From an optimization exercise on the open Yosys and OpenROAD flow, aimed at small area, a short achievable clock period and few clock cycles per item; shortcuts taken in it are not production practice.
The RTL was checked by simulation tests, not by an equivalence proof against the original design.
The clock port is modelled as an ideal driver; clocking choices that lean on that would not hold on a real chip.
Power figures rest on the tool's default switching activity, not on a simulated workload.

## flow/design.v (module list and top-level ports; edited modules follow where they fit)
// module mul_lo32: 1737 lines
// module booth_enc: 13 lines
// module ooo_top: 245 lines
module ooo_top (
    input  wire        clk,
    input  wire        rst,
    input  wire        issue_valid,
    input  wire [31:0] issue_instr,
    output wire        issue_ready,
    output wire        result0_valid,
    output wire [3:0]  result0_tag,
    output wire [31:0] result0_data,
    output wire [3:0]  result0_rd,
    output wire        result1_valid,
    output wire [3:0]  result1_tag,
    output wire [31:0] result1_data,
    output wire [3:0]  result1_rd
);
  // ...
==> flow/flow/run.sh <==
#!/bin/bash
# The standard layout (the standard.sh, unchanged synthesis), with ORFS's
# timing repair asked for 6.4 ns of setup slack at the design's 10 ns clock,
# so that it sizes the critical paths for a shorter achieved period.
set -o pipefail
{
    echo "== standard.sh as given"
    cat standard.sh
    echo "== config.mk as given"
    cat config.mk
} > flow_inputs.log 2>&1
export SETUP_SLACK_MARGIN=6.4
bash standard.sh > standard.log 2>&1
rc=$?
grep -h "repair_timing" orfs/logs/*/*/*/*.log > repair_cmds.log 2>&1
exit $rc
==> flow/standard.sh <==
#!/bin/bash
# synth_recipe.tcl (not shown) runs the flow's synth.tcl, then flattens the netlist and writes it again
# the make line also repeats each setting of config.mk as NAME=value (left out here)
make -C /OpenROAD-flow-scripts/flow DESIGN_CONFIG=/design/flow/config.mk WORK_HOME=/design/flow/orfs CLKGATE_MAP_FILE= SYNTH_SCRIPT=/design/flow/synth_recipe.tcl "${@:-finish}"
==> flow/config.mk <==
export PLATFORM = sky130hd
export DESIGN_NAME = ooo_top
export DESIGN_NICKNAME = ooo_top
export VERILOG_FILES = /design/flow/design.v
export SDC_FILE = /design/flow/constraint.sdc
export NUM_CORES = 4
export LEC_CHECK = 0
export CAP_MARGIN = 20
export CORE_MARGIN = 2
export CORE_UTILIZATION = 65
export SLEW_MARGIN = 20
==> flow/constraint.sdc <==
create_clock -name core_clock -period 10.0 [get_ports {clk}]
set_input_delay 2.0000 -clock core_clock [delete_from_list [all_inputs] [get_ports {clk}]]
set_output_delay 2.0000 -clock core_clock [all_outputs]
set_load 0.01 [all_outputs]
==> impl_metrics.ini, run 1 <==
[status]
status = timing/DRC/antenna clean

[die]
die_height_microns = 284
fp.dieArea_sq_um = 80700
number_of_rows_in_the_core_area = 102
floorplan.tapcells = 1040
initial_core_util_pct = 65.7
fp.dieW_microns = 284

[critical_path]
cpPeakStageDelay_ns = 0.46
worstReg2RegStart = ir_lo[14]

[synthesis]
synth.top_cells.by_area = sky130_fd_sc_hd__edfxtp_1 (34%), sky130_fd_sc_hd__dfxtp_1 (11%), sky130_fd_sc_hd__a22oi_1 (7.8%)
mappedNetlistNets = 5050
post_synth_xor_area_fraction_pct = 6.61
post_synthesis_cell_area_sq_um = 51000
yosysWarnings = 3
synth-compound-area-share_pct = 21.0
synth_fa_ha_area_share_pct = 11.0

[route]
overall_routed_net_length_microns = 213000
detailroute.via_count = 46300
met3_length_microns = 42500
route.met2.wl_microns = 84500
drt_iter0_drc = 9667
vias_per_cell = 7.72

[final_layout]
proportion_of_cell_area_occupied_by_registers_pct = 38.3
non_clock_buffer_count = 481
multi_input_area_share_pct = 44.7
areaGrowthSynthToFinish_pct = 20.0
fill_cells = 4841
numSequentialCells = 870
layout-drive-gt1-share_pct = 20.4

[timing]
fin_tns_setup_ns = 0
fmax_mhz = 256

[cts]
ctsHtreeMaxLevel = 3
clk_pin_slew_worst_paths_ns = 0.06
clock_buffers_created_by_tritoncts = 94
numClockSinks = 870

[grt]
global_route_wire_length_before_repair_microns = 294000
grt_most_used_layer = met2
Testbench counts, summed over its fixed seeds: cycles 20,774, instrs 20,000.
==> module ooo_top, before the edit <==
module ooo_top (
    input  wire        clk,
    input  wire        rst,
    input  wire        issue_valid,
    input  wire [31:0] issue_instr,
    output wire        issue_ready,
    output wire        result0_valid,
    output wire [3:0]  result0_tag,
    output wire [31:0] result0_data,
    output wire [3:0]  result0_rd,
    output wire        result1_valid,
    output wire [3:0]  result1_tag,
    output wire [31:0] result1_data,
    output wire [3:0]  result1_rd
);
    localparam logic [2:0] OP_ADD  = 3'd0;
    localparam logic [2:0] OP_SUB  = 3'd1;
    localparam logic [2:0] OP_AND  = 3'd2;
    localparam logic [2:0] OP_OR   = 3'd3;
    localparam logic [2:0] OP_XOR  = 3'd4;
    localparam logic [2:0] OP_SLL  = 3'd5;
    localparam logic [2:0] OP_ADDI = 3'd6;
    localparam logic [2:0] OP_MUL  = 3'd7;
    logic [3:0]  tag_q;
    logic        ir_v;
    logic [2:0]  ir_op;
    logic [3:0]  ir_rd;
    logic [3:0]  ir_rs;
    logic [17:0] ir_lo;      
    logic [3:0]  ir_tag;
    logic        haz_q;      
    logic        e_v;
    logic        e_mul;
    logic        e_add;      
    logic        e_cin;      
    logic        e_and;
    logic        e_or;
    logic        e_xor;
    logic [3:0]  e_rd;
    logic [3:0]  e_tag;
    logic [31:0] e_a;
    logic [31:0] e_b;
    logic [31:0] ma;
    logic [15:0] mb_one;
    logic [15:0] mb_two;
    logic [15:0] mb_neg;
    logic        m_v;
    logic [3:0]  m_rd;
    logic [3:0]  m_tag;
    logic [31:0] m_p;
    logic [31:0] rf [16];
    logic [15:0] rz;
    logic        r0_v;
    logic [3:0]  r0_tag;
    logic [3:0]  r0_rd;
    logic [31:0] r0_d;
    logic        r1_v;
    logic        p1;
    logic [3:0]  r1_tag;
    logic [3:0]  r1_rd;
    logic [31:0] r1_d;
    logic        accept;
    logic        adv;
    logic        haz_d;
    logic [3:0]  in_rs;
    logic [3:0]  in_rt;
    assign issue_ready = !haz_q;
    assign accept      = issue_valid && !haz_q && !rst;
    assign adv         = ir_v && !haz_q;
    assign in_rs       = issue_instr[21:18];
    assign in_rt       = issue_instr[17:14];
    assign haz_d       = accept && adv && (ir_op == OP_MUL || ir_op == OP_SLL)
                         && (ir_rd == in_rs || ir_rd == in_rt);
    always_ff @(posedge clk) begin
        if (rst) begin
            tag_q <= 4'd1;
            ir_v  <= 1'b0;
            haz_q <= 1'b0;
        end else begin
            if (accept) tag_q <= (tag_q == 4'd15) ? 4'd1 : tag_q + 4'd1;
            ir_v  <= accept || (ir_v && haz_q);
            haz_q <= haz_d;
        end
    end
    always_ff @(posedge clk) begin
        if (!haz_q) begin
            ir_op  <= issue_instr[28:26];
            ir_rd  <= issue_instr[25:22];
            ir_rs  <= issue_instr[21:18];
            ir_lo  <= issue_instr[17:0];
            ir_tag <= tag_q;
        end
    end
    logic        e_alu;
    logic [31:0] alu_res;
    assign e_alu = e_v && !e_mul;
    function automatic logic [31:0] rd_op(
        input logic [31:0] rf_val,
        input logic        rz_val,
        input logic        e_hit,
        input logic [31:0] e_val,
        input logic        m_hit,
        input logic [31:0] m_val,
        input logic        r0_hit,
        input logic [31:0] r0_val,
        input logic        r1_hit,
        input logic [31:0] r1_val
    );
        logic [31:0] v;
        v = rz_val ? 32'd0 : rf_val;
        if (r1_hit) v = r1_val;
        if (r0_hit) v = r0_val;
        if (m_hit)  v = m_val;
        if (e_hit)  v = e_val;
        rd_op = v;
    endfunction
    logic [3:0]  ir_rt;
    logic [31:0] rs_val;
    logic [31:0] rt_val;
    logic        ir_sub;
    assign ir_rt  = ir_lo[17:14];
    assign ir_sub = ir_op == OP_SUB;
    assign rs_val = rd_op(rf[ir_rs], rz[ir_rs],
                          e_alu && e_rd == ir_rs, alu_res,
                          m_v && m_rd == ir_rs, m_p,
                          r0_v && r0_rd == ir_rs, r0_d,
                          p1 && r1_rd == ir_rs, r1_d);
    assign rt_val = rd_op(rf[ir_rt], rz[ir_rt],
                          e_alu && e_rd == ir_rt, alu_res,
                          m_v && m_rd == ir_rt, m_p,
                          r0_v && r0_rd == ir_rt, r0_d,
                          p1 && r1_rd == ir_rt, r1_d);
    logic [15:0] bo_one;
    logic [15:0] bo_two;
    logic [15:0] bo_neg;
    booth_enc benc (
        .b   (rt_val),
        .one (bo_one),
        .two (bo_two),
        .neg (bo_neg)
    );
    logic [15:0] sh_one;
    logic [15:0] sh_two;
    always_comb begin
        for (int j = 0; j < 16; j++) begin
            sh_one[j] = rt_val[4:0] == 5'(2 * j);
            sh_two[j] = rt_val[4:0] == 5'(2 * j + 1);
        end
    end
    always_ff @(posedge clk) begin
        ma     <= rs_val;
        mb_one <= (ir_op == OP_SLL) ? sh_one : bo_one;
        mb_two <= (ir_op == OP_SLL) ? sh_two : bo_two;
        mb_neg <= (ir_op == OP_SLL) ? 16'd0 : bo_neg;
    end
    always_ff @(posedge clk) begin
        if (rst) e_v <= 1'b0;
        else     e_v <= adv;
    end
    always_ff @(posedge clk) begin
        e_mul <= ir_op == OP_MUL || ir_op == OP_SLL;
        e_add <= ir_op == OP_ADD || ir_op == OP_SUB || ir_op == OP_ADDI;
        e_cin <= ir_sub;
        e_and <= ir_op == OP_AND;
        e_or  <= ir_op == OP_OR;
        e_xor <= ir_op == OP_XOR;
        e_rd  <= ir_rd;
        e_tag <= ir_tag;
        e_a   <= rs_val;
        e_b   <= (ir_op == OP_ADDI) ? {{16{ir_lo[15]}}, ir_lo[15:0]}
                                    : (rt_val ^ {32{ir_sub}});
    end
    logic [31:0] sum;
    assign sum = e_a + e_b + {31'd0, e_cin};
    always_comb begin
        alu_res = ({32{e_add}} & sum)
                | ({32{e_and}} & (e_a & e_b))
                | ({32{e_or}}  & (e_a | e_b))
                | ({32{e_xor}} & (e_a ^ e_b));
    end
    mul_lo32 mul (
        .clk (clk),
        .a     (ma),
        .b_one (mb_one),
        .b_two (mb_two),
        .b_neg (mb_neg),
        .p     (m_p)
    );
    always_ff @(posedge clk) begin
        if (rst) m_v <= 1'b0;
        else     m_v <= e_v && e_mul;
    end
    always_ff @(posedge clk) begin
        m_rd  <= e_rd;
        m_tag <= e_tag;
    end
    always_ff @(posedge clk) begin
        if (rst) begin
            r0_v <= 1'b0;
            r1_v <= 1'b0;
            p1   <= 1'b0;
        end else begin
            r0_v <= e_alu;
            r1_v <= m_v;
            if (m_v)                         p1 <= 1'b1;
            else if (!r0_v || r0_rd == r1_rd) p1 <= 1'b0;
        end
    end
    always_ff @(posedge clk) begin
        r0_tag <= e_tag;
        r0_rd  <= e_rd;
        r0_d   <= alu_res;
        if (m_v) begin
            r1_tag <= m_tag;
            r1_rd  <= m_rd;
            r1_d   <= m_p;
        end
    end
    assign result0_valid = r0_v;
    assign result0_tag   = r0_tag;
    assign result0_data  = r0_d;
    assign result0_rd    = r0_rd;
    assign result1_valid = r1_v;
    assign result1_tag   = r1_tag;
    assign result1_data  = r1_d;
    assign result1_rd    = r1_rd;
    logic        w_en;
    logic [3:0]  w_rd;
    logic [31:0] w_d;
    assign w_en = r0_v || p1;
    assign w_rd = r0_v ? r0_rd : r1_rd;
    assign w_d  = r0_v ? r0_d : r1_d;
    for (genvar r = 0; r < 16; r++) begin : g_rf
        always_ff @(posedge clk) begin
            if (w_en && w_rd == r) rf[r] <= w_d;
        end
    end
    always_ff @(posedge clk) begin
        if (rst) begin
            rz <= 16'hffff;
        end else if (w_en) begin
            rz[w_rd] <= 1'b0;
        end
    end
endmodule
==> run 2: changes to the inputs <==
--- a/flow/design.v
+++ b/flow/design.v
@@ -1783,4 +1783,6 @@
     logic [3:0]  ir_rs;
     logic [17:0] ir_lo;      
+    logic [15:0] ir_rs_oh;   
+    logic [15:0] ir_rt_oh;
     logic [3:0]  ir_tag;
     logic        haz_q;      
@@ -1844,4 +1846,6 @@
             ir_rs  <= issue_instr[21:18];
             ir_lo  <= issue_instr[17:0];
+            ir_rs_oh <= 16'd1 << issue_instr[21:18];
+            ir_rt_oh <= 16'd1 << issue_instr[17:14];
             ir_tag <= tag_q;
         end
@@ -1850,7 +1854,16 @@
     logic [31:0] alu_res;
     assign e_alu = e_v && !e_mul;
+    logic [31:0] rf_rs;
+    logic [31:0] rf_rt;
+    always_comb begin
+        rf_rs = 32'd0;
+        rf_rt = 32'd0;
+        for (int r = 0; r < 16; r++) begin
+            rf_rs = rf_rs | ({32{ir_rs_oh[r] && !rz[r]}} & rf[r]);
+            rf_rt = rf_rt | ({32{ir_rt_oh[r] && !rz[r]}} & rf[r]);
+        end
+    end
     function automatic logic [31:0] rd_op(
         input logic [31:0] rf_val,
-        input logic        rz_val,
         input logic        e_hit,
         input logic [31:0] e_val,
@@ -1863,5 +1876,5 @@
     );
         logic [31:0] v;
-        v = rz_val ? 32'd0 : rf_val;
+        v = rf_val;
         if (r1_hit) v = r1_val;
         if (r0_hit) v = r0_val;
@@ -1876,10 +1889,10 @@
     assign ir_rt  = ir_lo[17:14];
     assign ir_sub = ir_op == OP_SUB;
-    assign rs_val = rd_op(rf[ir_rs], rz[ir_rs],
+    assign rs_val = rd_op(rf_rs,
                           e_alu && e_rd == ir_rs, alu_res,
                           m_v && m_rd == ir_rs, m_p,
                           r0_v && r0_rd == ir_rs, r0_d,
                           p1 && r1_rd == ir_rs, r1_d);
-    assign rt_val = rd_op(rf[ir_rt], rz[ir_rt],
+    assign rt_val = rd_op(rf_rt,
                           e_alu && e_rd == ir_rt, alu_res,
                           m_v && m_rd == ir_rt, m_p,
==> flow/flow/run.sh (replaced) <==
#!/bin/bash
# The standard layout (the standard.sh, unchanged synthesis and steps),
# with two settings changed through the environment:
#  - ORFS's timing repair is asked for 6.4 ns of setup slack at the design's
#    10 ns clock, so that it sizes the critical paths for a shorter achieved
#    period (the constraints themselves are not touched);
#  - clock tree synthesis inserts no dummy loads.
set -o pipefail
{
    echo "== standard.sh as given"
    cat standard.sh
    echo "== config.mk as given"
    cat config.mk
} > flow_inputs.log 2>&1
export SETUP_SLACK_MARGIN=6.4
export CTS_ARGS="-sink_clustering_enable -repair_clock_nets -dont_use_dummy_load"
bash standard.sh > standard.log 2>&1
rc=$?
grep -h "repair_timing\|clock_tree_synthesis" orfs/logs/*/*/*/*.log > repair_cmds.log 2>&1
exit $rc
--- a/flow/config.mk
+++ b/flow/config.mk
@@ -8,4 +8,4 @@
 export CAP_MARGIN = 20
 export CORE_MARGIN = 2
-export CORE_UTILIZATION = 65
+export CORE_UTILIZATION = 70
 export SLEW_MARGIN = 20
==> run 2 against run 1 <==
Highest routed layer unchanged. Clock skew is 0.044 ns higher. Total power down 41%. Global-route usage is 1.3 points lower.
==> impl_metrics.ini, run 2 <==
[cts]
cts_hold_buffers = 0
insertion_delay_ns = 0.68
cts_tree = done
clock_buffers_created_by_tritoncts = 92
clk_pin_slew_worst_paths_ns = 0.06
numClockSinks = 902

[final_layout]
layout_commonest_cell = sky130_fd_sc_hd__edfxtp_1
multiInputGateArea_sq_um = 25200
sequential_cell_area_sq_um = 24400
final_net_count = 4873
max_flop_register = rf
layout-drive-gt1-share_pct = 16.0
max_ffs_per_register = 512
areaGrowthSynthToFinish_pct = 15.8
layout.cell_area.non_filler_sq_um = 57700
highest_count_cells_in_the_layout_ignoring_fill_and_taps = sky130_fd_sc_hd__edfxtp_1 (617), sky130_fd_sc_hd__a22oi_1 (574), sky130_fd_sc_hd__inv_1 (260)
fill_cells = 3998

[route]
drt-wirelength-per-cell_microns = 34.2
remaining_drc_errors = 0
drt_iter0_drc = 8448
overall_routed_net_length_microns = 186000
vias_per_cell = 7.81
detailroute.via_count = 42600
ant_nets = 0
dr.pass1.iters = 13

[synthesis]
mappedNetlistNets = 4760
post_synthesis_cell_area_sq_um = 49800
most_numerous_cell_in_the_yosys_netlist = sky130_fd_sc_hd__edfxtp_1
synth_top_area_share_pct = 37.2
post_synth.cell_area_avg_sq_um = 11.3
post_synth_inst_count = 4391
netlist.top_cell.by_area = sky130_fd_sc_hd__edfxtp_1
synth_common_cells = sky130_fd_sc_hd__edfxtp_1 (617), sky130_fd_sc_hd__a22oi_1 (591), sky130_fd_sc_hd__clkbuf_1 (291), sky130_fd_sc_hd__dfxtp_1 (285), sky130_fd_sc_hd__inv_1 (267)
synth.top_cells.by_area = sky130_fd_sc_hd__edfxtp_1 (37%), sky130_fd_sc_hd__dfxtp_1 (11%), sky130_fd_sc_hd__a22oi_1 (8.9%)
ys_seq_area_share_pct = 48.6
synth-edff-count = 617
netlist-cell-type-count = 79
synth-seq-cells = 902
async_flop_share_pct = 0
synth_ff_type = sky130_fd_sc_hd__edfxtp_1
yosysWarnings = 3

[timing]
maxSlewHeadroom_pct = 18.2
tcrit_tclk_final_pct = 40.7
finalClockSkew_ns = 0.0718
count_of_final_setup_violators = 0
fmax_mhz = 246
rsz0062_at_grt = yes
final.setup.worst_slack_ns = 5.93
fin_tns_setup_ns = 0
max_slew.worst_pin.slew_ns = 1.23
finalMaxSlewViolations = 0
timing.final.hold_violations = 0
final_period_minus_worst_setup_slack_ns = 4.07

[status]
status = timing/DRC/antenna clean

[power_and_ir_drop]
seq_power_share_pct = 54.7
clkPwrFrac_pct = 39.2
p_leak_uw = 0.0208
power_density_nw_per_um2 = 130
totalPowerFinal_uw = 7480
netSwitchingFraction_pct = 22.5
p_switching_uw = 1680
vdd.ir_drop.worst_mv = 0.203
power.internal_uw = 5800
share_comb_of_total_power_pct = 6.1

[run]
max-cap-violations = 0

[critical_path]
critical-path-slowest-cell = sky130_fd_sc_hd__fa_1
criticalPathCategory = reg -> reg
cp_arrival_ns = 4.57
cpMostUsedCell = sky130_fd_sc_hd__ha_4
crit_path_cell_chain = fa_1 -> ha_4 -> a2111oi_2 -> nor3_1 -> a221oi_2 -> buf_4 -> a211oi_4 -> o21ai_2 -> or4b_4 -> o311ai_4 -> buf_6 -> o211ai_1 -> nand2_2 -> ha_4 -> nand2_1 -> o21ai_1
worstSetupStartpointType = flop
critPathCaptureType = flop
cp.required_ns = 10.50
crit_path_max_fanout = 5
cpPeakStageDelay_ns = 0.60

[grt]
grt_start_max_net_pins = 72
grt_remaining_overflow = 0
global_route_wire_length_before_repair_microns = 264000
grt.total_usage_pct = 48.9
grt_pass1_vias = 41100
number_of_antenna_violations_at_the_first_check_in_global_routing = 9

[placed_design]
detailed_place.area_sq_um = 52200
dp_slack_ns = 5.23
gpl.final_weighted_congestion = 0.985
place.detailed.hpwl_microns = 106000
numPortBuffers = 114

[worst_hold_path]
hold_class = reg -> reg

[die]
pin_count = 118
die_height_microns = 271
number_of_rows_in_the_core_area = 97
fp.dieArea_sq_um = 73300
initial_core_util_pct = 70.9
fp.dieW_microns = 271
area_inside_the_core_boundary_sq_um = 70300
[run 2: worst paths after layout]
check	startpoint	to	slack, ns	cells past startpoint
setup reg to reg	mul.q_c7_2	mb_one[8]	5.93	16
hold reg to reg	e_tag[3]	m_tag[3]	0.33	0
hold / removal	e_tag[3]	m_tag[3]	0.33	0
setup / recovery	mul.q_c7_2	mb_one[8]	5.93	16
[run 2: per-stage QoR]
stage | hold slack [ns] | instances | utilization (%)
5_1_grt | 0.341 | 5442 | 82.1
3_5_place_dp | 0.312 | 5211 | 74.3
6_report | 0.328 | 5449 | 82.1
3_3_place_gp | 0.313 | 5211 | 74.3
2_1_floorplan | 0.310 | 4391 | -
4_1_cts | 0.327 | 5387 | 80.0
[run 2: routing by layer]
metal	global-route usage (%)	routed length (microns)
met2	68.6	76100
met5	0	110
met1	65.0	60800
met4	27.5	13700
met3	19.2	35500
[run 2: logic make-up after synthesis]
logic type	after synthesis	synth area share, %
xor+xnor	384	6.75
fa+ha+maj	334	11.3
flops	902	48.6
mux	67	1.46
simple gates	724	7.11
compound gates	1368	20.2
buf+inv	612	4.61
[run 2: final cells by class]
type	count	share of cell area (%)
sequential	902	42.2
multi-input combinational	2877	43.7
antenna	7	0.0304
clock buffer	92	3.99
timing repair buffer	363	6.29
inverter	268	1.76
tap	940	2.04
[run 2: worst max-delay path, delay by kind of cell, from the launching register on]
kind / cells / cell delay, ns
AO/OA/AOI/OAI: 7 / 1.24
adder cells (fa/ha/maj): 3 / 1.08
buffers and inverters: 2 / 0.35
flip-flops: 1 / 0.32
AND/OR/NAND/NOR: 4 / 0.95
[run 2: what timing repair did]
action | in CTS | in global routing
buffers inserted | 78 | 50
gates resized for setup | 290 | 213
cloned | 6 | 5
pin swaps | 45 | 53
setup endpoints to repair | 205 | 104
[run 2: power by group through the flow]
stage	combinational, uW	sequential, uW	clock [uW]
2_1_floorplan	227	4140	0
3_3_place_gp	363	4160	0
3_5_place_dp	370	4160	0
4_1_cts	400	4090	2900
5_1_grt	477	4090	3050
6_report	456	4090	2930
Testbench counts of run 2, summed over its fixed seeds: cycles 20,774, instrs 20,000.
==> run 3: changes to the inputs <==
==> flow/flow/run.sh (replaced) <==
#!/bin/bash
# The standard layout (the standard.sh: unchanged synthesis and steps),
# with some ORFS settings changed through the environment:
#  - timing repair is asked for 6.4 ns of setup slack at the design's 10 ns
#    clock, so that it sizes the critical paths for a shorter achieved period
#    (the constraints themselves are not touched), and works on the worst
#    10% of the violating endpoints only;
#  - clock tree synthesis inserts no dummy loads;
#  - every input and output port still gets a buffer, a buf_2.
set -o pipefail
{
    echo "== standard.sh as given"
    cat standard.sh
    echo "== config.mk as given"
    cat config.mk
} > flow_inputs.log 2>&1
export SETUP_SLACK_MARGIN=6.4
export TNS_END_PERCENT=10
export CTS_ARGS="-sink_clustering_enable -repair_clock_nets -dont_use_dummy_load"
export BUFFER_PORTS_ARGS="-buffer_cell sky130_fd_sc_hd__buf_2"
bash standard.sh > standard.log 2>&1
rc=$?
grep -h "repair_timing\|clock_tree_synthesis\|buffer_ports\|RSZ-002[78]" orfs/logs/*/*/*/*.log > flow_cmds.log 2>&1
exit $rc
==> run 3 against run 2 <==
Flip-flop and latch count unchanged. Register-to-register slack better by 0.02 ns. First-iteration DRC count fell by 5.8%. Total power decreased by 1.1%. Cell count is 1.8% lower. Count of clock-buffer cells in the layout is 1 lower. Clock skew fell by 0.0047 ns. Synthesized cell count stayed put. Final area decreased by 4.0%. Routed wire length decreased by 2.3%. Critical path type unchanged. Critical endpoint is now mb_two[8].
==> impl_metrics.ini, run 3 <==
[status]
status = timing/DRC/antenna clean

[run]
max-cap-violations = 0

[critical_path]
crit_path_cell_chain = fa_1 -> ha_4 -> o211ai_1 -> nor3_2 -> a221oi_2 -> buf_4 -> a211oi_2 -> o21ai_1 -> or4b_4 -> o311ai_2 -> buf_4 -> o211ai_1 -> nand2_2 -> or4_1 -> nand3_1
cp.required_ns = 10.55
r2r.worst_path.cells = 15
crit_path_max_fanout = 5
critPathCaptureType = flop
crit_cells = 15
regToRegEndpoint = mb_two[8]
worst_setup_path_startpoint = mul.q_c7_2
cpPeakStageDelay_ns = 0.52
timing.critical_path.max_delay_family = simple AND/OR/NAND/NOR gates
worstReg2RegStart = mul.q_c7_2
worstSetupStartpointType = flop
cp_arrival_ns = 4.60
reg2reg_slack_ns = 5.95
critical_path.n_buffers_inverters = 2
setup_crit_end = mb_two[8]
critical-path-slowest-cell = sky130_fd_sc_hd__fa_1
criticalPathCategory = reg -> reg

[cts]
clk_pin_slew_worst_paths_ns = 0.06
insertion_delay_ns = 0.66
cts_tree = done
numClockSinks = 902
clock_buffers_created_by_tritoncts = 91

[synthesis]
yosysWarnings = 3
post_synthesis_cell_area_sq_um = 49800
synth.area.mux_share_pct = 1.46
synth.top_cells.by_area = sky130_fd_sc_hd__edfxtp_1 (37%), sky130_fd_sc_hd__dfxtp_1 (11%), sky130_fd_sc_hd__a22oi_1 (8.9%)
async_flop_share_pct = 0
post_synth_xor_area_fraction_pct = 6.75
mappedNetlistNets = 4760
synth-edff-count = 617
post_synth_inst_count = 4391
synth_fa_ha_area_share_pct = 11.3
synth-seq-cells = 902
largest_family_of_logic_cells_by_synthesized_area = compound AO/OA/AOI/OAI gates
synth-compound-area-share_pct = 20.2
netlist-cell-type-count = 79
ys_seq_area_share_pct = 48.6
netlist.top_cell.by_area = sky130_fd_sc_hd__edfxtp_1
simple_gate_portion_of_the_synthesized_area_pct = 7.11
most_numerous_cell_in_the_yosys_netlist = sky130_fd_sc_hd__edfxtp_1
synth_ff_type = sky130_fd_sc_hd__edfxtp_1
post_synth.cell_area_avg_sq_um = 11.3
synth_top_area_share_pct = 37.2
synth_common_cells = sky130_fd_sc_hd__edfxtp_1 (617), sky130_fd_sc_hd__a22oi_1 (591), sky130_fd_sc_hd__clkbuf_1 (291), sky130_fd_sc_hd__dfxtp_1 (285), sky130_fd_sc_hd__inv_1 (267)

[final_layout]
layout_commonest_cell = sky130_fd_sc_hd__edfxtp_1
final_net_count = 4781
layout.cell_area.non_filler_sq_um = 55400
max_flop_register = rf
layout-drive-gt1-share_pct = 14.0
highest_count_cells_in_the_layout_ignoring_fill_and_taps = sky130_fd_sc_hd__edfxtp_1 (617), sky130_fd_sc_hd__a22oi_1 (589), sky130_fd_sc_hd__dfxtp_1 (266)
areaGrowthSynthToFinish_pct = 11.2
max_ffs_per_register = 512
finalCoreUtilization_pct = 78.8

[die]
fp.dieW_microns = 271
area_inside_the_core_boundary_sq_um = 70300
die_height_microns = 271
fp.dieArea_sq_um = 73300
pin_count = 118
number_of_rows_in_the_core_area = 97
initial_core_util_pct = 70.9

[placed_design]
dp_slack_ns = 5.14
detailed_place.area_sq_um = 51500
numPortBuffers = 114
gpl.final_weighted_congestion = 0.983
place.detailed.hpwl_microns = 107000

[power_and_ir_drop]
vdd.ir_drop.worst_mv = 0.179
share_comb_of_total_power_pct = 5.4
power_density_nw_per_um2 = 134
p_leak_uw = 0.0199
clkPwrFrac_pct = 39.3
netSwitchingFraction_pct = 22.3
power.internal_uw = 5750
seq_power_share_pct = 55.3
p_switching_uw = 1650

[timing]
max_slew.worst_pin.slew_ns = 1.15
timing.final.hold_violations = 0
count_of_final_setup_violators = 0
rsz0062_at_grt = yes
final.setup.worst_slack_ns = 5.95
finalClockSkew_ns = 0.0671
final_period_minus_worst_setup_slack_ns = 4.05
finalMaxSlewViolations = 0
tcrit_tclk_final_pct = 40.5
whs_ns = 0.322
fmax_mhz = 247
fin_tns_setup_ns = 0
maxSlewHeadroom_pct = 23.4

[grt]
grt_most_used_layer = met2
grt_pass1_vias = 40700
grt_util_met2_pct = 69.4
global_route_wire_length_before_repair_microns = 263000
met3_usage_pct = 18.0
grt_start_max_net_pins = 72
grt_remaining_overflow = 0
number_of_antenna_violations_at_the_first_check_in_global_routing = 8
use_met1_pct = 65.5
grt.total_usage_pct = 49.0

[route]
detailroute.via_count = 41400
vias_per_cell = 7.73
drt-wirelength-per-cell_microns = 34.0
remaining_drc_errors = 0
ant_nets = 0
overall_routed_net_length_microns = 182000
dr.pass1.iters = 7
drt_iter0_drc = 7961

[worst_hold_path]
hold_class = reg -> reg
==> run 3: cells by family (layout without fill, tap and decap cells) <==
kind of cell | count (synthesis) | after routing
compound gates | 1368 | 1368
flops | 902 | 902
simple gates | 724 | 724
buf+inv | 612 | 631
xor+xnor | 384 | 384
fa+ha+maj | 334 | 334
mux | 67 | 67
other cells | 0 | 1
==> run 3: worst register-to-register path, stage by stage (launching register included) <==
cell and delay, ns:
sky130_fd_sc_hd__dfxtp_2 0.32, sky130_fd_sc_hd__fa_1 0.52, sky130_fd_sc_hd__ha_4 0.35, sky130_fd_sc_hd__o211ai_1 0.16
sky130_fd_sc_hd__nor3_2 0.23, sky130_fd_sc_hd__a221oi_2 0.09, sky130_fd_sc_hd__buf_4 0.16, sky130_fd_sc_hd__a211oi_2 0.28
sky130_fd_sc_hd__o21ai_1 0.14, sky130_fd_sc_hd__or4b_4 0.21, sky130_fd_sc_hd__o311ai_2 0.09, sky130_fd_sc_hd__buf_4 0.18
sky130_fd_sc_hd__o211ai_1 0.42, sky130_fd_sc_hd__nand2_2 0.22, sky130_fd_sc_hd__or4_1 0.51, sky130_fd_sc_hd__nand3_1 0.10
==> run 3: power groups by stage <==
stage | logic (uW) | registers, uW | clock network, uW
after global routing | 425 | 4090 | 3020
after floorplan | 226 | 4140 | 0
after detailed placement | 351 | 4170 | 0
after global placement | 343 | 4160 | 0
final | 402 | 4090 | 2900
after CTS | 380 | 4090 | 2890
==> run 3: worst min-delay path by stage <==
stage / startpoint / end / cells after the start
detailed placement: e_tag[0] / m_tag[0] / 0
floorplan: e_tag[0] / m_tag[0] / 0
CTS: e_tag[0] / m_tag[0] / 0
global placement: e_tag[1] / m_tag[1] / 0
finish: e_tag[0] / m_tag[0] / 0
global route: e_tag[0] / m_tag[0] / 0
==> run 3: what timing repair did <==
action / in CTS / in global routing
endpoints found under the hold margin: 0 / 0
cloned: 4 / 0
resized for setup: 201 / 15
hold buffers: 0 / 0
endpoints found under the setup margin: 161 / 133
setup buffers: 42 / 7
pin swaps: 50 / 6
==> run 3: layout make-up <==
cell class / count / area [sq um]
Multi-Input combinational cell: 2877 / 24600
Inverter: 268 / 1010
Antenna cell: 1 / 2.50
Clock buffer: 91 / 2280
Sequential cell: 902 / 24300
Fill cell: 4421 / 14900
Timing Repair Buffer: 272 / 2030
Tap cell: 940 / 1180
==> run 3: per-stage QoR <==
step	cells	power [uW]
after detailed placement	5206	4520
after global placement	5206	4510
final	5351	7400
after CTS	5343	7360
after floorplan	4391	4360
after global routing	5350	7540
==> run 3: per-layer routing <==
metal  vias up  share of wire (%)
li1      16500                  -
met1     19700                 34
met2      4215                 41
met3       917                 18
met4         8                7.0
met5         -              0.027
==> run 4: changes to the inputs <==
--- a/flow/flow/run.sh
+++ b/flow/flow/run.sh
@@ -6,5 +6,6 @@
 #    (the constraints themselves are not touched), and works on the worst
 #    10% of the violating endpoints only;
-#  - clock tree synthesis inserts no dummy loads;
+#  - clock tree synthesis inserts no dummy loads and clusters up to 20
+#    sinks within 80 um per leaf buffer;
 #  - every input and output port still gets a buffer, a buf_2.
 set -o pipefail
@@ -17,5 +18,5 @@
 export SETUP_SLACK_MARGIN=6.4
 export TNS_END_PERCENT=10
-export CTS_ARGS="-sink_clustering_enable -repair_clock_nets -dont_use_dummy_load"
+export CTS_ARGS="-sink_clustering_enable -repair_clock_nets -dont_use_dummy_load -sink_clustering_size 20 -sink_clustering_max_diameter 80"
 export BUFFER_PORTS_ARGS="-buffer_cell sky130_fd_sc_hd__buf_2"
 bash standard.sh > standard.log 2>&1
==> run 4 against run 3 <==
Non-clock buffer count up 15. Highest routed layer unchanged. Worst hold slack better by 0.0035 ns. Critical path type unchanged. Flip-flop and latch count unchanged. Die area unchanged.
==> impl_metrics.ini, run 4 <==
[synthesis]
netlist-cell-type-count = 79
async_flop_share_pct = 0
synth_ff_type = sky130_fd_sc_hd__edfxtp_1
ys_seq_area_share_pct = 48.6
mappedNetlistNets = 4760
post_synth_inst_count = 4391
synth_top_area_share_pct = 37.2
synth-seq-cells = 902
synth.top_cells.by_area = sky130_fd_sc_hd__edfxtp_1 (37%), sky130_fd_sc_hd__dfxtp_1 (11%), sky130_fd_sc_hd__a22oi_1 (8.9%)
synth-edff-count = 617
yosysWarnings = 3
post_synth.cell_area_avg_sq_um = 11.3
synth_common_cells = sky130_fd_sc_hd__edfxtp_1 (617), sky130_fd_sc_hd__a22oi_1 (591), sky130_fd_sc_hd__clkbuf_1 (291), sky130_fd_sc_hd__dfxtp_1 (285), sky130_fd_sc_hd__inv_1 (267)
most_numerous_cell_in_the_yosys_netlist = sky130_fd_sc_hd__edfxtp_1
post_synthesis_cell_area_sq_um = 49800
netlist.top_cell.by_area = sky130_fd_sc_hd__edfxtp_1

[timing]
final_period_minus_worst_setup_slack_ns = 4.06
finalMaxSlewViolations = 0
tcrit_tclk_final_pct = 40.6
maxSlewHeadroom_pct = 22.3
finalClockSkew_ns = 0.0743
rsz0062_at_grt = yes
timing.final.hold_violations = 0
fmax_mhz = 247
max_slew.worst_pin.slew_ns = 1.16
fin_tns_setup_ns = 0
count_of_final_setup_violators = 0

[power_and_ir_drop]
netSwitchingFraction_pct = 23.0
p_switching_uw = 1520
totalPowerFinal_uw = 6630
power.internal_uw = 5110
power_density_nw_per_um2 = 121
share_comb_of_total_power_pct = 6.2
clkPwrFrac_pct = 32.3
seq_power_share_pct = 61.6
vdd.ir_drop.worst_mv = 0.171
p_leak_uw = 0.0196

[cts]
numClockSinks = 902
clock_buffers_created_by_tritoncts = 54
clk_pin_slew_worst_paths_ns = 0.08
cts_tree = done
insertion_delay_ns = 0.67

[final_layout]
layout.cell_area.non_filler_sq_um = 54800
layout_commonest_cell = sky130_fd_sc_hd__edfxtp_1
areaGrowthSynthToFinish_pct = 9.99
sequential_cell_area_sq_um = 24300
final_net_count = 4759
max_flop_register = rf
highest_count_cells_in_the_layout_ignoring_fill_and_taps = sky130_fd_sc_hd__edfxtp_1 (617), sky130_fd_sc_hd__a22oi_1 (589), sky130_fd_sc_hd__dfxtp_1 (262)
fill_cells = 4508
max_ffs_per_register = 512
multiInputGateArea_sq_um = 24700
layout-drive-gt1-share_pct = 13.8

[critical_path]
worstSetupStartpointType = flop
cp.required_ns = 10.49
criticalPathCategory = reg -> reg
crit_path_max_fanout = 5
cp_arrival_ns = 4.55
critPathCaptureType = flop

[status]
status = timing/DRC/antenna clean

[route]
detailroute.via_count = 41300
remaining_drc_errors = 0
vias_per_cell = 7.75
ant_nets = 0
drt-wirelength-per-cell_microns = 34.2
drt_iter0_drc = 8198
overall_routed_net_length_microns = 182000
dr.pass1.iters = 10

[die]
fp.dieArea_sq_um = 73300
area_inside_the_core_boundary_sq_um = 70300
die_height_microns = 271
initial_core_util_pct = 70.9
pin_count = 118
number_of_rows_in_the_core_area = 97
fp.dieW_microns = 271

[grt]
global_route_wire_length_before_repair_microns = 263000
grt_pass1_vias = 40300
grt.total_usage_pct = 49.0
grt_remaining_overflow = 0
number_of_antenna_violations_at_the_first_check_in_global_routing = 3
grt_start_max_net_pins = 72

[placed_design]
gpl.final_weighted_congestion = 0.983
numPortBuffers = 114
detailed_place.area_sq_um = 51500
place.detailed.hpwl_microns = 107000

[run]
max-cap-violations = 0

[worst_hold_path]
hold_class = reg -> reg
## run 4: cell type report
type / instances / area share [%]
diodes: 5 / 0.0228
multi-input cells: 2877 / 45.0
repair buffers: 287 / 4.17
flip-flops and latches: 902 / 44.3
clock buffers: 54 / 2.47
well taps: 940 / 2.15
inverters: 268 / 1.86
## run 4: per-layer routing
metal | GRT usage, % | vias up | part of all wire (%)
met5 | 0.526 | - | 0.035
met4 | 26.6 | 10 | 7.0
met3 | 19.4 | 971 | 18
met2 | 69.2 | 4185 | 41
met1 | 64.9 | 19700 | 34
li1 | - | 16500 | -
## run 4: worst paths after layout
check / start / end / slack [ns] / depth (start not counted)
max: mul.q_c7_0 / mb_one[8] / 5.94 / 16
min: e_tag[0] / m_tag[0] / 0.33 / 0
max reg2reg: mul.q_c7_0 / mb_one[8] / 5.94 / 16
min reg2reg: e_tag[0] / m_tag[0] / 0.33 / 0
## run 4: cells by family (layout without fill, tap and decap cells)
family	Yosys count	in the layout	synth area share, %
flops	902	902	48.6
mux	67	67	1.46
buf+inv	612	609	4.61
xor+xnor	384	384	6.75
compound gates	1368	1368	20.2
other cells	0	5	0
fa+ha+maj	334	334	11.3
simple gates	724	724	7.11
## run 4: power by group through the flow
stage / sequential, uW / combinational, uW / clock (uW)
2_1_floorplan: 4140 / 226 / 0
3_3_place_gp: 4160 / 343 / 0
3_5_place_dp: 4170 / 351 / 0
4_1_cts: 4080 / 390 / 2120
5_1_grt: 4090 / 432 / 2240
6_report: 4080 / 409 / 2140
## run 4: what timing repair did
item | CTS | global route
hold buffers | 0 | 0
gates cloned | 8 | 0
pin swaps | 56 | 14
setup buffers | 53 | 7
gates resized for setup | 228 | 15
setup endpoints to repair | 160 | 120
## run 4: per-stage QoR
stage                     std cells  hold WS, ns  util (%)  setup slack, ns
after floorplan                4391        0.310         -             6.32
after global placement         5206        0.312      73.3             5.21
after detailed placement       5206        0.313      73.3             5.14
after CTS                      5321        0.328      77.8             6.15
after global routing           5328        0.334      78.0             5.88
final                          5333        0.325      78.0             5.94
## run 4: critical path: stages (launching register included)
cell and delay [ns]:
sky130_fd_sc_hd__dfxtp_2 0.33, sky130_fd_sc_hd__fa_1 0.60, sky130_fd_sc_hd__ha_4 0.25, sky130_fd_sc_hd__a2111oi_4 0.36, sky130_fd_sc_hd__nor3_2 0.09, sky130_fd_sc_hd__a221oi_2 0.23, sky130_fd_sc_hd__buf_4 0.19, sky130_fd_sc_hd__a211oi_4 0.07
sky130_fd_sc_hd__o21ai_2 0.15, sky130_fd_sc_hd__or4b_4 0.49, sky130_fd_sc_hd__o311ai_4 0.10, sky130_fd_sc_hd__buf_6 0.17, sky130_fd_sc_hd__o211ai_1 0.25, sky130_fd_sc_hd__nand2_2 0.30, sky130_fd_sc_hd__ha_4 0.24, sky130_fd_sc_hd__nand2_2 0.04
sky130_fd_sc_hd__o21ai_1 0.07
==> run 5: changes to the inputs <==
--- a/flow/design.v
+++ b/flow/design.v
@@ -1799,4 +1799,5 @@
     logic [31:0] e_b;
     logic [31:0] ma;
+    logic [31:0] mb;
     logic [15:0] mb_one;
     logic [15:0] mb_two;
@@ -1899,26 +1900,7 @@
                           r0_v && r0_rd == ir_rt, r0_d,
                           p1 && r1_rd == ir_rt, r1_d);
-    logic [15:0] bo_one;
-    logic [15:0] bo_two;
-    logic [15:0] bo_neg;
-    booth_enc benc (
-        .b   (rt_val),
-        .one (bo_one),
-        .two (bo_two),
-        .neg (bo_neg)
-    );
-    logic [15:0] sh_one;
-    logic [15:0] sh_two;
-    always_comb begin
-        for (int j = 0; j < 16; j++) begin
-            sh_one[j] = rt_val[4:0] == 5'(2 * j);
-            sh_two[j] = rt_val[4:0] == 5'(2 * j + 1);
-        end
-    end
     always_ff @(posedge clk) begin
-        ma     <= rs_val;
-        mb_one <= (ir_op == OP_SLL) ? sh_one : bo_one;
-        mb_two <= (ir_op == OP_SLL) ? sh_two : bo_two;
-        mb_neg <= (ir_op == OP_SLL) ? 16'd0 : bo_neg;
+        ma <= rs_val;
+        mb <= (ir_op == OP_SLL) ? (32'd1 << rt_val[4:0]) : rt_val;
     end
     always_ff @(posedge clk) begin
@@ -1947,4 +1929,10 @@
                 | ({32{e_xor}} & (e_a ^ e_b));
     end
+    booth_enc benc (
+        .b   (mb),
+        .one (mb_one),
+        .two (mb_two),
+        .neg (mb_neg)
+    );
     mul_lo32 mul (
         .clk (clk),
==> run 5 against run 4 <==
Still clean. Global-route usage grew 0.67 points. Count of clock-buffer cells in the layout shrank 2. Worst hold slack gained 0.0048 ns. Sequential power shrank 1%. Critical path type unchanged.
==> impl_metrics.ini, run 5 <==
[synthesis]
netlist.top_cell.by_area = sky130_fd_sc_hd__edfxtp_1
most_numerous_cell_in_the_yosys_netlist = sky130_fd_sc_hd__edfxtp_1
netlist-cell-type-count = 72
yosysWarnings = 3
synth.top_cells.by_area = sky130_fd_sc_hd__edfxtp_1 (38%), sky130_fd_sc_hd__dfxtp_1 (11%), sky130_fd_sc_hd__a22oi_1 (8.2%)
post_synth_inst_count = 4340
synth_common_cells = sky130_fd_sc_hd__edfxtp_1 (617), sky130_fd_sc_hd__a22oi_1 (542), sky130_fd_sc_hd__clkbuf_1 (272), sky130_fd_sc_hd__dfxtp_1 (269), sky130_fd_sc_hd__inv_1 (249)
ys_seq_area_share_pct = 48.5
synth-edff-count = 617
synth-seq-cells = 886
synth_top_area_share_pct = 37.5
synth_ff_type = sky130_fd_sc_hd__edfxtp_1
post_synthesis_cell_area_sq_um = 49300
post_synth.cell_area_avg_sq_um = 11.4
async_flop_share_pct = 0
mappedNetlistNets = 4711

[placed_design]
numPortBuffers = 114
gpl.final_weighted_congestion = 0.995
place.detailed.hpwl_microns = 109000
dp_slack_ns = 5.31

[critical_path]
crit_path_max_fanout = 4
cp_arrival_ns = 4.34
cpPeakStageDelay_ns = 0.54
critPathCaptureType = flop
worstSetupStartpointType = flop
crit_path_cell_chain = fa_1 -> ha_4 -> or3_4 -> o221ai_4 -> o211ai_1 -> buf_4 -> o211ai_1 -> buf_4 -> nand3_1 -> xor2_2 -> o21ai_0 -> a21oi_1 -> a21oi_2 -> o22ai_1
criticalPathCategory = reg -> reg
timing.critical_path.max_delay_family = compound AO/OA/AOI/OAI gates
critical_path.n_buffers_inverters = 2
cp.required_ns = 10.49
critical-path-slowest-cell = sky130_fd_sc_hd__fa_1

[die]
area_inside_the_core_boundary_sq_um = 69900
pin_count = 118
initial_core_util_pct = 70.6
number_of_rows_in_the_core_area = 97
fp.dieArea_sq_um = 72600
fp.dieW_microns = 270
die_height_microns = 270

[cts]
clock_buffers_created_by_tritoncts = 52
insertion_delay_ns = 0.68
cts_tree = done
clk_pin_slew_worst_paths_ns = 0.08
numClockSinks = 886

[timing]
finalMaxSlewViolations = 0
tcrit_tclk_final_pct = 38.5
fmax_mhz = 260
final.setup.worst_slack_ns = 6.15
whs_ns = 0.330
fin_tns_setup_ns = 0
final_period_minus_worst_setup_slack_ns = 3.85
maxSlewHeadroom_pct = 20.9
finalClockSkew_ns = 0.115
max_slew.worst_pin.slew_ns = 1.18
timing.final.hold_violations = 0
count_of_final_setup_violators = 0
rsz0062_at_grt = yes

[grt]
grt_pass1_vias = 40100
grt_start_max_net_pins = 66
global_route_wire_length_before_repair_microns = 264000
number_of_antenna_violations_at_the_first_check_in_global_routing = 5
grt_remaining_overflow = 0
grt.total_usage_pct = 49.7
grt_util_met2_pct = 70.8
met3_usage_pct = 21.1
use_met1_pct = 61.9
grt_most_used_layer = met2

[power_and_ir_drop]
p_switching_uw = 1540
power.internal_uw = 5040
clkPwrFrac_pct = 31.6
totalPowerFinal_uw = 6580
netSwitchingFraction_pct = 23.4
share_comb_of_total_power_pct = 7.3
p_leak_uw = 0.0199
power_density_nw_per_um2 = 120
seq_power_share_pct = 61.1
vdd.ir_drop.worst_mv = 0.170

[route]
vias_per_cell = 7.83
dr.pass1.iters = 10
overall_routed_net_length_microns = 185000
ant_nets = 0
remaining_drc_errors = 0
detailroute.via_count = 41500
drt_iter0_drc = 8295
drt-wirelength-per-cell_microns = 34.9

[final_layout]
areaGrowthSynthToFinish_pct = 11.0
layout_commonest_cell = sky130_fd_sc_hd__edfxtp_1
final_net_count = 4727
max_flop_register = rf
layout-drive-gt1-share_pct = 15.3
finalCoreUtilization_pct = 78.4
max_ffs_per_register = 512
highest_count_cells_in_the_layout_ignoring_fill_and_taps = sky130_fd_sc_hd__edfxtp_1 (617), sky130_fd_sc_hd__a22oi_1 (524), sky130_fd_sc_hd__dfxtp_1 (242)
fill_cells = 4305

[run]
max-cap-violations = 0

[worst_hold_path]
hold_class = reg -> reg

[status]
status = timing/DRC/antenna clean
## run 5: cell types whose count changed in the layout (fill, tap and decap cells not counted), moves of 16 or more
| cell | before | now |
|---|---|---|
| sky130_fd_sc_hd__a21oi_1 | 104 | 131 |
| sky130_fd_sc_hd__a22oi_1 | 589 | 524 |
| sky130_fd_sc_hd__a22oi_2 | 2 | 18 |
| sky130_fd_sc_hd__dfxtp_1 | 262 | 242 |
| sky130_fd_sc_hd__inv_1 | 260 | 235 |
| sky130_fd_sc_hd__nand2_1 | 200 | 177 |
| sky130_fd_sc_hd__nand2b_1 | 27 | 43 |
| sky130_fd_sc_hd__nand3_1 | 56 | 76 |
| sky130_fd_sc_hd__nor2_1 | 145 | 106 |
| sky130_fd_sc_hd__o22ai_1 | 58 | 82 |
## run 5: worst paths after layout
path / to / slack [ns] / cells after the start / startpoint
max: mb[25] / 6.15 / 14 / mul.q_c4_0
min: m_tag[0] / 0.33 / 0 / e_tag[0]
max reg2reg: mb[25] / 6.15 / 14 / mul.q_c4_0
min reg2reg: m_tag[0] / 0.33 / 0 / e_tag[0]
## run 5: worst reg2reg max path: stages (launching register included)
cell and delay (ns):
sky130_fd_sc_hd__dfxtp_2 0.33, sky130_fd_sc_hd__fa_1 0.54, sky130_fd_sc_hd__ha_4 0.20, sky130_fd_sc_hd__or3_4 0.38
sky130_fd_sc_hd__o221ai_4 0.24, sky130_fd_sc_hd__o211ai_1 0.15, sky130_fd_sc_hd__buf_4 0.20, sky130_fd_sc_hd__o211ai_1 0.16
sky130_fd_sc_hd__buf_4 0.17, sky130_fd_sc_hd__nand3_1 0.14, sky130_fd_sc_hd__xor2_2 0.26, sky130_fd_sc_hd__o21ai_0 0.27
sky130_fd_sc_hd__a21oi_1 0.11, sky130_fd_sc_hd__a21oi_2 0.40, sky130_fd_sc_hd__o22ai_1 0.17
## run 5: metal layers
| metal | vias up | routed length [microns] |
|---|---|---|
| li1 | 16300 | - |
| met1 | 19600 | 59000 |
| met2 | 4359 | 76100 |
| met3 | 1187 | 33000 |
| met4 | 4 | 16700 |
| met5 | - | 24 |
## run 5: cell families after synthesis
family	Yosys count	synth area share (%)
and+or+nand+nor	696	7.18
adders and majority gates	336	11.4
AOI/OAI and AO/OA	1380	20.2
DFF	886	48.5
xor gates and xnor gates	389	6.90
muxes	63	1.36
buffers and inverters	590	4.50
## run 5: metrics by stage
step / instance area, sq um / instances
detailed placement: 51200 / 5168
global route: 54800 / 5295
floorplan: 49600 / 4340
global placement: 51200 / 5168
finish: 54800 / 5300
CTS: 54200 / 5275
## run 5: cell type report
class	instances	area (sq um)	area share, %
flip-flops and latches	886	24000	43.8
well taps	940	1180	2.15
diodes	6	15.0	0.0274
repair buffers	302	2560	4.66
inverters	250	942	1.72
clock buffers	52	1300	2.37
multi-input cells	2864	24800	45.3
## run 5: power by group through the flow
| stage | Sequential [uW] | Clock (uW) | Combinational [uW] |
|---|---|---|---|
| floorplan | 4080 | 0 | 249 |
| global placement | 4100 | 0 | 399 |
| detailed placement | 4100 | 0 | 406 |
| CTS | 4010 | 2050 | 444 |
| global route | 4020 | 2190 | 503 |
| finish | 4020 | 2080 | 480 |
## run 5: timing repair
| item | CTS | global route |
|---|---|---|
| hold buffers | 0 | 0 |
| gates resized for setup | 231 | 90 |
| endpoints found under the setup margin | 195 | 148 |
| setup buffers | 44 | 18 |
| cloned | 11 | 1 |
| pin swaps | 75 | 46 |
Testbench counts of run 5, summed over its fixed seeds: cycles 20,774, instrs 20,000.
==> run 6: changes to the inputs <==
--- a/flow/design.v
+++ b/flow/design.v
@@ -1921,6 +1921,8 @@
                                     : (rt_val ^ {32{ir_sub}});
     end
+    logic [32:0] sum_x;
     logic [31:0] sum;
-    assign sum = e_a + e_b + {31'd0, e_cin};
+    assign sum_x = {e_a, e_cin} + {e_b, e_cin};
+    assign sum   = sum_x[32:1];
     always_comb begin
         alu_res = ({32{e_add}} & sum)
==> run 6 against run 5 <==
Still clean. Synthesized cell count is 1.6% higher. Fmax is 2.4% lower. First-iteration DRC count is 3.0% lower. Critical path type unchanged. Largest power group unchanged. Synthesized area is 0.89% higher.
==> impl_metrics.ini, run 6 <==
[final_layout]
layout_commonest_cell = sky130_fd_sc_hd__edfxtp_1
max_flop_register = rf
multiInputGateArea_sq_um = 24800
layout-drive-gt1-share_pct = 13.3
sequential_cell_area_sq_um = 24000
highest_count_cells_in_the_layout_ignoring_fill_and_taps = sky130_fd_sc_hd__edfxtp_1 (617), sky130_fd_sc_hd__a22oi_1 (534), sky130_fd_sc_hd__dfxtp_1 (249)
areaGrowthSynthToFinish_pct = 9.71
max_ffs_per_register = 512
final_net_count = 4787
post_route_insts_no_fill = 5359
fill_cells = 4485

[cts]
cts_tree = done
numClockSinks = 886
clock_buffers_created_by_tritoncts = 54
clk_pin_slew_worst_paths_ns = 0.08
insertion_delay_ns = 0.68

[critical_path]
regToRegEndpoint = e_b[23]
crit_path_cell_chain = fa_2 -> ha_1 -> nand2_1 -> nor3_1 -> o21ai_2 -> a21boi_0 -> nor2_1 -> xnor2_1 -> o21ai_1 -> nand3_1 -> mux2i_1
r2r.worst_path.cells = 11
worstReg2RegStart = mul.q_c14_2
worstSetupStartpointType = flop
cpPeakStageDelay_ns = 0.68
crit_path_max_fanout = 5
cp.required_ns = 10.50
cp_arrival_ns = 4.44
worst_setup_path_startpoint = mul.q_c14_2
critPathCaptureType = flop
setup_crit_end = e_b[23]
reg2reg_slack_ns = 6.06
criticalPathCategory = reg -> reg
critical-path-slowest-cell = sky130_fd_sc_hd__ha_1

[power_and_ir_drop]
share_comb_of_total_power_pct = 6.5
power.internal_uw = 5050
p_leak_uw = 0.0199
power_density_nw_per_um2 = 120
seq_power_share_pct = 61.1
vdd.ir_drop.worst_mv = 0.192
clkPwrFrac_pct = 32.4
netSwitchingFraction_pct = 23.3
p_switching_uw = 1530

[timing]
max_slew.worst_pin.slew_ns = 1.21
whs_ns = 0.332
finalClockSkew_ns = 0.106
timing.final.hold_violations = 0
count_of_final_setup_violators = 0
final_period_minus_worst_setup_slack_ns = 3.94
fmax_mhz = 254
maxSlewHeadroom_pct = 18.4
tcrit_tclk_final_pct = 39.4
rsz0062_at_grt = yes
fin_tns_setup_ns = 0
finalMaxSlewViolations = 0

[route]
dr.pass1.iters = 13
drt-wirelength-per-cell_microns = 34.4
overall_routed_net_length_microns = 185000
detailroute.via_count = 41900
vias_per_cell = 7.81
remaining_drc_errors = 0
ant_nets = 0
drt_iter0_drc = 8045

[synthesis]
netlist.top_cell.by_area = sky130_fd_sc_hd__edfxtp_1
post_synth.cell_area_avg_sq_um = 11.3
synth.top_cells.by_area = sky130_fd_sc_hd__edfxtp_1 (37%), sky130_fd_sc_hd__dfxtp_1 (11%), sky130_fd_sc_hd__a22oi_1 (8.3%)
yosysWarnings = 3
post_synth_xor_area_fraction_pct = 6.79
post_synth_inst_count = 4411
simple_gate_portion_of_the_synthesized_area_pct = 8.03
netlist-cell-type-count = 74
synth_fa_ha_area_share_pct = 11.3
synth.area.mux_share_pct = 1.71
most_numerous_cell_in_the_yosys_netlist = sky130_fd_sc_hd__edfxtp_1
largest_family_of_logic_cells_by_synthesized_area = compound AO/OA/AOI/OAI gates
synth-edff-count = 617
ys_seq_area_share_pct = 48.0
async_flop_share_pct = 0
synth_top_area_share_pct = 37.2
synth_common_cells = sky130_fd_sc_hd__edfxtp_1 (617), sky130_fd_sc_hd__a22oi_1 (550), sky130_fd_sc_hd__clkbuf_1 (281), sky130_fd_sc_hd__dfxtp_1 (269), sky130_fd_sc_hd__inv_1 (245)
synth-seq-cells = 886
synth_ff_type = sky130_fd_sc_hd__edfxtp_1
synth-compound-area-share_pct = 19.7
post_synthesis_cell_area_sq_um = 49800
mappedNetlistNets = 4781

[grt]
number_of_antenna_violations_at_the_first_check_in_global_routing = 5
global_route_wire_length_before_repair_microns = 264000
grt_remaining_overflow = 0
grt_start_max_net_pins = 67
grt.total_usage_pct = 49.4
grt_pass1_vias = 40700

[worst_hold_path]
hold_class = reg -> reg
hold_path_startpoint = e_tag[0]

[placed_design]
gpl.final_weighted_congestion = 0.984
place.detailed.hpwl_microns = 112000
post_place_cells = 5245
numPortBuffers = 114

[die]
area_inside_the_core_boundary_sq_um = 70300
initial_core_util_pct = 70.9
fp.dieW_microns = 271
die_height_microns = 271
fp.dieArea_sq_um = 73300
pin_count = 118
number_of_rows_in_the_core_area = 97

[status]
status = timing/DRC/antenna clean

[run]
max-cap-violations = 0
run 6: how the worst min path moves through the flow:
stage	to	slack, ns	depth (start not counted)
5_1_grt	m_tag[3]	0.34	0
2_1_floorplan	m_tag[0]	0.31	0
3_3_place_gp	m_tag[3]	0.31	0
4_1_cts	m_tag[0]	0.33	0
3_5_place_dp	m_tag[0]	0.31	0
6_report	m_tag[0]	0.33	0
run 6: final cells by class:
cell class              instances  area share, %
multi-input cells            2940           45.3
flip-flops and latches        886           43.9
repair buffers                290           4.48
clock buffers                  54           2.47
well taps                     940           2.15
inverters                     245           1.69
diodes                          4         0.0183
run 6: stage by stage:
stage                     util, %  worst slack, ns  instance area [sq um]  power (uW)
after global routing         77.7             6.09                  54600        6700
after CTS                    77.2             6.23                  54300        6530
after detailed placement     73.5             5.69                  51700        4480
final                        77.7             6.06                  54600        6580
after floorplan                 -             6.30                  49900        4310
after global placement       73.5             5.72                  51700        4470
run 6: worst max-delay path: cells and delay by family, from the launching register on:
family,cells,cell delay (ns)
AOI/OAI and AO/OA,3,1.00
xor gates and xnor gates,1,0.18
adders and majority gates,2,1.16
DFF,1,0.49
muxes,1,0.19
and+or+nand+nor,4,0.82
run 6: per-layer routing:
layer | global-route usage, % | wire length (microns) | part of all wire [%] | vias to the layer above
met5 | 0.197 | 61 | 0.033 | -
met4 | 28.3 | 13900 | 7.5 | 6
met3 | 21.7 | 34400 | 19 | 1069
met2 | 69.9 | 75200 | 41 | 4375
met1 | 63.4 | 60900 | 33 | 19900
li1 | - | - | - | 16500
run 6: what timing repair did:
item                       CTS  global route
cloned                      12             1
gates resized for setup    147            69
pin swaps                   41            24
setup endpoints to repair  113           107
buffers inserted            35             8
hold buffers                 0             0
run 6: power groups by stage:
stage / Clock, uW / Combinational (uW) / Sequential (uW)
6_report: 2130 / 427 / 4020
3_3_place_gp: 0 / 375 / 4100
5_1_grt: 2230 / 449 / 4020
2_1_floorplan: 0 / 237 / 4070
4_1_cts: 2120 / 401 / 4010
3_5_place_dp: 0 / 382 / 4100
run 6: cell families after synthesis:
family,Yosys count
mux,80
fa+ha+maj,335
compound gates,1364
flops,886
buf+inv,586
simple gates,774
xor+xnor,386
Testbench counts of run 6, summed over its fixed seeds: cycles 20,774, instrs 20,000.
==> run 7: changes to the inputs <==
==> flow/run.sh (new file) <==
#!/bin/bash
# synth_recipe.tcl (not shown) runs the flow's synth.tcl, then flattens the netlist and writes it again
# the make line also repeats each setting of config.mk as NAME=value (left out here)
make -C /OpenROAD-flow-scripts/flow DESIGN_CONFIG=/design/flow/config.mk WORK_HOME=/design/flow/orfs CLKGATE_MAP_FILE= SYNTH_SCRIPT=/design/flow/synth_recipe.tcl finish
--- a/flow/config.mk
+++ b/flow/config.mk
@@ -9,3 +9,5 @@
 export CORE_MARGIN = 2
 export CORE_UTILIZATION = 70
+export SETUP_SLACK_MARGIN = 5
 export SLEW_MARGIN = 20
+export TNS_END_PERCENT = 10
removed: flow/flow/run.sh
removed: flow/standard.sh
==> run 7 against run 6 <==
Fmax decreased by 20%. Register-to-register slack got worse by 0.96 ns. Sequential power about the same. Critical path type unchanged. Largest cell class unchanged.
==> impl_metrics.ini, run 7 <==
[critical_path]
cp_arrival_ns = 5.40
worstSetupStartpointType = flop
worstReg2RegStart = ma[15]
reg2reg_slack_ns = 5.10
setup_crit_end = mb[27]
worst_setup_path_startpoint = ma[15]
criticalPathCategory = reg -> reg
cp.required_ns = 10.50
regToRegEndpoint = mb[27]
critPathCaptureType = flop
crit_path_max_fanout = 18
r2r.worst_path.cells = 11

[power_and_ir_drop]
power.internal_uw = 6030
clkPwrFrac_pct = 43.7
p_switching_uw = 1860
vdd.ir_drop.worst_mv = 0.176
p_leak_uw = 0.0201
seq_power_share_pct = 51.0
netSwitchingFraction_pct = 23.5
power_density_nw_per_um2 = 143
share_comb_of_total_power_pct = 5.3

[final_layout]
max_ffs_per_register = 512
post_route_insts_no_fill = 5408
areaGrowthSynthToFinish_pct = 10.8
layout-drive-gt1-share_pct = 8.71
finalCoreUtilization_pct = 78.5
final_net_count = 4765
layout.cell_area.non_filler_sq_um = 55200
highest_count_cells_in_the_layout_ignoring_fill_and_taps = sky130_fd_sc_hd__edfxtp_1 (617), sky130_fd_sc_hd__a22oi_1 (550), sky130_fd_sc_hd__dfxtp_1 (265)
fill_cells = 4440
layout_commonest_cell = sky130_fd_sc_hd__edfxtp_1
max_flop_register = rf

[die]
pin_count = 118
fp.dieW_microns = 271
area_inside_the_core_boundary_sq_um = 70300
initial_core_util_pct = 70.9
fp.dieArea_sq_um = 73300
die_height_microns = 271
number_of_rows_in_the_core_area = 97

[synthesis]
netlist-cell-type-count = 74
most_numerous_cell_in_the_yosys_netlist = sky130_fd_sc_hd__edfxtp_1
synth-seq-cells = 886
mappedNetlistNets = 4781
synth-edff-count = 617
synth_common_cells = sky130_fd_sc_hd__edfxtp_1 (617), sky130_fd_sc_hd__a22oi_1 (550), sky130_fd_sc_hd__clkbuf_1 (281), sky130_fd_sc_hd__dfxtp_1 (269), sky130_fd_sc_hd__inv_1 (245)
synth_ff_type = sky130_fd_sc_hd__edfxtp_1
post_synth.cell_area_avg_sq_um = 11.3
synth_top_area_share_pct = 37.2
post_synthesis_cell_area_sq_um = 49800
synth.top_cells.by_area = sky130_fd_sc_hd__edfxtp_1 (37%), sky130_fd_sc_hd__dfxtp_1 (11%), sky130_fd_sc_hd__a22oi_1 (8.3%)
netlist.top_cell.by_area = sky130_fd_sc_hd__edfxtp_1
async_flop_share_pct = 0
post_synth_inst_count = 4411
ys_seq_area_share_pct = 48.0
yosysWarnings = 3

[placed_design]
numPortBuffers = 114
place.detailed.hpwl_microns = 112000
post_place_cells = 5243
gpl.final_weighted_congestion = 0.964
detailed_place.area_sq_um = 52200

[cts]
cts_hold_buffers = 0
ctsHtreeMaxLevel = 3
insertion_delay_ns = 0.68
clock_buffers_created_by_tritoncts = 89
cts_root_buffer = sky130_fd_sc_hd__clkbuf_16
numClockSinks = 886
max-clock-path-buffers = 3
cts_tree = done
clk_pin_slew_worst_paths_ns = 0.07

[status]
status = timing/DRC/antenna clean

[timing]
whs_ns = 0.331
fin_tns_setup_ns = 0
timing.final.hold_violations = 0
finalMaxSlewViolations = 0
maxSlewHeadroom_pct = 19.2
finalClockSkew_ns = 0.0531
final_period_minus_worst_setup_slack_ns = 4.90
count_of_final_setup_violators = 0
rsz0062_at_grt = no
tcrit_tclk_final_pct = 49.0
max_slew.worst_pin.slew_ns = 1.20
fmax_mhz = 204

[grt]
use_met1_pct = 64.3
grt_util_met2_pct = 68.6
grt_most_used_layer = met2
grt.total_usage_pct = 49.1
grt_pass1_vias = 40600
number_of_antenna_violations_at_the_first_check_in_global_routing = 5
met3_usage_pct = 19.1
grt_remaining_overflow = 0
grt_start_max_net_pins = 66
global_route_wire_length_before_repair_microns = 263000

[route]
remaining_drc_errors = 0
vias_per_cell = 7.72
detailroute.via_count = 41800
overall_routed_net_length_microns = 184000
ant_nets = 0
dr.pass1.iters = 8
drt-wirelength-per-cell_microns = 34.0
drt_iter0_drc = 8513

[worst_hold_path]
hold_class = reg -> reg

[run]
max-cap-violations = 0
==> run 7: cell count changes in the layout (fill, tap and decap cells not counted), sizes merged <==
cell           delta
buf             -160
clkdlybuf4s50   +114
clkbuf           +51
clkinv           +29
clkinvlp         +12
bufbuf            -9
bufinv            +9
inv               +7
diode             -3
nor2b             -1
==> run 7: layout make-up <==
cell class	instances	area [sq um]	share of cell area [%]
Inverter	245	920	1.67
Timing Repair Buffer	234	2050	3.71
Tap cell	940	1180	2.13
Antenna cell	1	2.50	0.00454
Clock inverter	57	636	1.15
Clock buffer	106	2340	4.24
Multi-Input combinational cell	2939	24100	43.7
Sequential cell	886	23900	43.4
==> run 7: cells by family (layout without fill, tap and decap cells) <==
kind of cell / count (synthesis) / in the layout / share of synthesized area, %
simple gates: 774 / 774 / 8.03
other cells: 0 / 1 / 0
mux: 80 / 80 / 1.71
xor+xnor: 386 / 386 / 6.79
flops: 886 / 886 / 48.0
compound gates: 1364 / 1364 / 19.7
buf+inv: 586 / 642 / 4.43
fa+ha+maj: 335 / 335 / 11.3
==> run 7: worst min-delay path by stage <==
| stage | from | end | slack [ns] | cells after the start |
|---|---|---|---|---|
| 4_1_cts | e_tag[1] | m_tag[1] | 0.33 | 0 |
| 3_5_place_dp | e_tag[1] | m_tag[1] | 0.31 | 0 |
| 3_3_place_gp | e_tag[3] | m_tag[3] | 0.31 | 0 |
| 5_1_grt | e_tag[1] | m_tag[1] | 0.34 | 0 |
| 6_report | e_tag[1] | m_tag[1] | 0.33 | 0 |
| 2_1_floorplan | e_tag[0] | m_tag[0] | 0.31 | 0 |
==> run 7: worst max-delay path: stages (launching register included) <==
cell	delay, ns
sky130_fd_sc_hd__dfxtp_1	0.98
sky130_fd_sc_hd__inv_1	0.17
sky130_fd_sc_hd__ha_1	0.43
sky130_fd_sc_hd__nand2_1	0.10
sky130_fd_sc_hd__o21ai_0	0.27
sky130_fd_sc_hd__a211oi_1	0.62
sky130_fd_sc_hd__a21oi_1	0.23
sky130_fd_sc_hd__a21oi_1	0.51
sky130_fd_sc_hd__xor2_1	0.19
sky130_fd_sc_hd__o221ai_1	0.31
sky130_fd_sc_hd__a21oi_1	0.66
sky130_fd_sc_hd__o22ai_1	0.24
==> run 7: metrics by stage <==
step / setup WS [ns] / power [uW]
6_report: 5.10 / 7890
3_3_place_gp: 5.31 / 4490
3_5_place_dp: 5.24 / 4500
2_1_floorplan: 5.71 / 4310
4_1_cts: 5.19 / 7850
5_1_grt: 5.06 / 8030
==> run 7: timing repair <==
action	4_1_cts	5_1_grt
gates resized for setup	0	1
setup endpoints to repair	0	2
buffers inserted	0	0
==> run 7: power groups by stage <==
| stage | registers, uW | clock network [uW] | logic (uW) |
|---|---|---|---|
| after floorplan | 4070 | 0 | 235 |
| final | 4030 | 3450 | 416 |
| after global placement | 4100 | 0 | 389 |
| after CTS | 4020 | 3430 | 400 |
| after global routing | 4030 | 3560 | 438 |
| after detailed placement | 4100 | 0 | 397 |
==> run 7: layer usage <==
metal / vias up / part of all wire [%] / routed length, microns
met5: - / 0.015 / 28
met4: 4 / 8.3 / 15200
met3: 1087 / 19 / 34400
met2: 4402 / 40 / 73800
met1: 19700 / 33 / 60400
li1: 16600 / - / -

## afterwards: timing with drivers on the ports
Ports are ideal in the flow. The routed layouts listed here were re-timed in OpenROAD.
Step 1 (the two cells are an assumption about what drives the block):
set clk [get_ports {clk}]
set_driving_cell -lib_cell sky130_fd_sc_hd__clkbuf_16 $clk
set_driving_cell -lib_cell sky130_fd_sc_hd__buf_2 [delete_from_list [all_inputs] $clk]
Step 2 times the ports against the registers' clock, not the clock port: input delays grow and output delays shrink by t, the midpoint of the rising clock arrivals with the driver on.
Slacks: ideal / step 1 / step 2; pairs: ideal / step 1.
| run | t (ns) | setup WS [ns] | worst register clock-pin slew, ns | cell pins on the clock port's net |
|---|---|---|---|---|
| run 1 | 0.745 | 6.094 / 6.094 / 6.094 | 0.07 / 0.07 | 1 |
| run 2 | 0.711 | 5.930 / 5.930 / 5.930 | 0.07 / 0.07 | 1 |
| run 3 | 0.700 | 5.946 / 5.946 / 5.946 | 0.07 / 0.07 | 1 |
| run 4 | 0.702 | 5.944 / 5.944 / 5.944 | 0.09 / 0.09 | 1 |
| run 5 | 0.700 | 6.153 / 6.153 / 6.153 | 0.09 / 0.09 | 1 |
| run 6 | 0.703 | 6.059 / 6.059 / 6.059 | 0.09 / 0.09 | 1 |
| run 7 | 0.722 | 5.100 / 5.100 / 5.100 | 0.07 / 0.07 | 1 |
After both steps setup and hold are still met in every run listed.
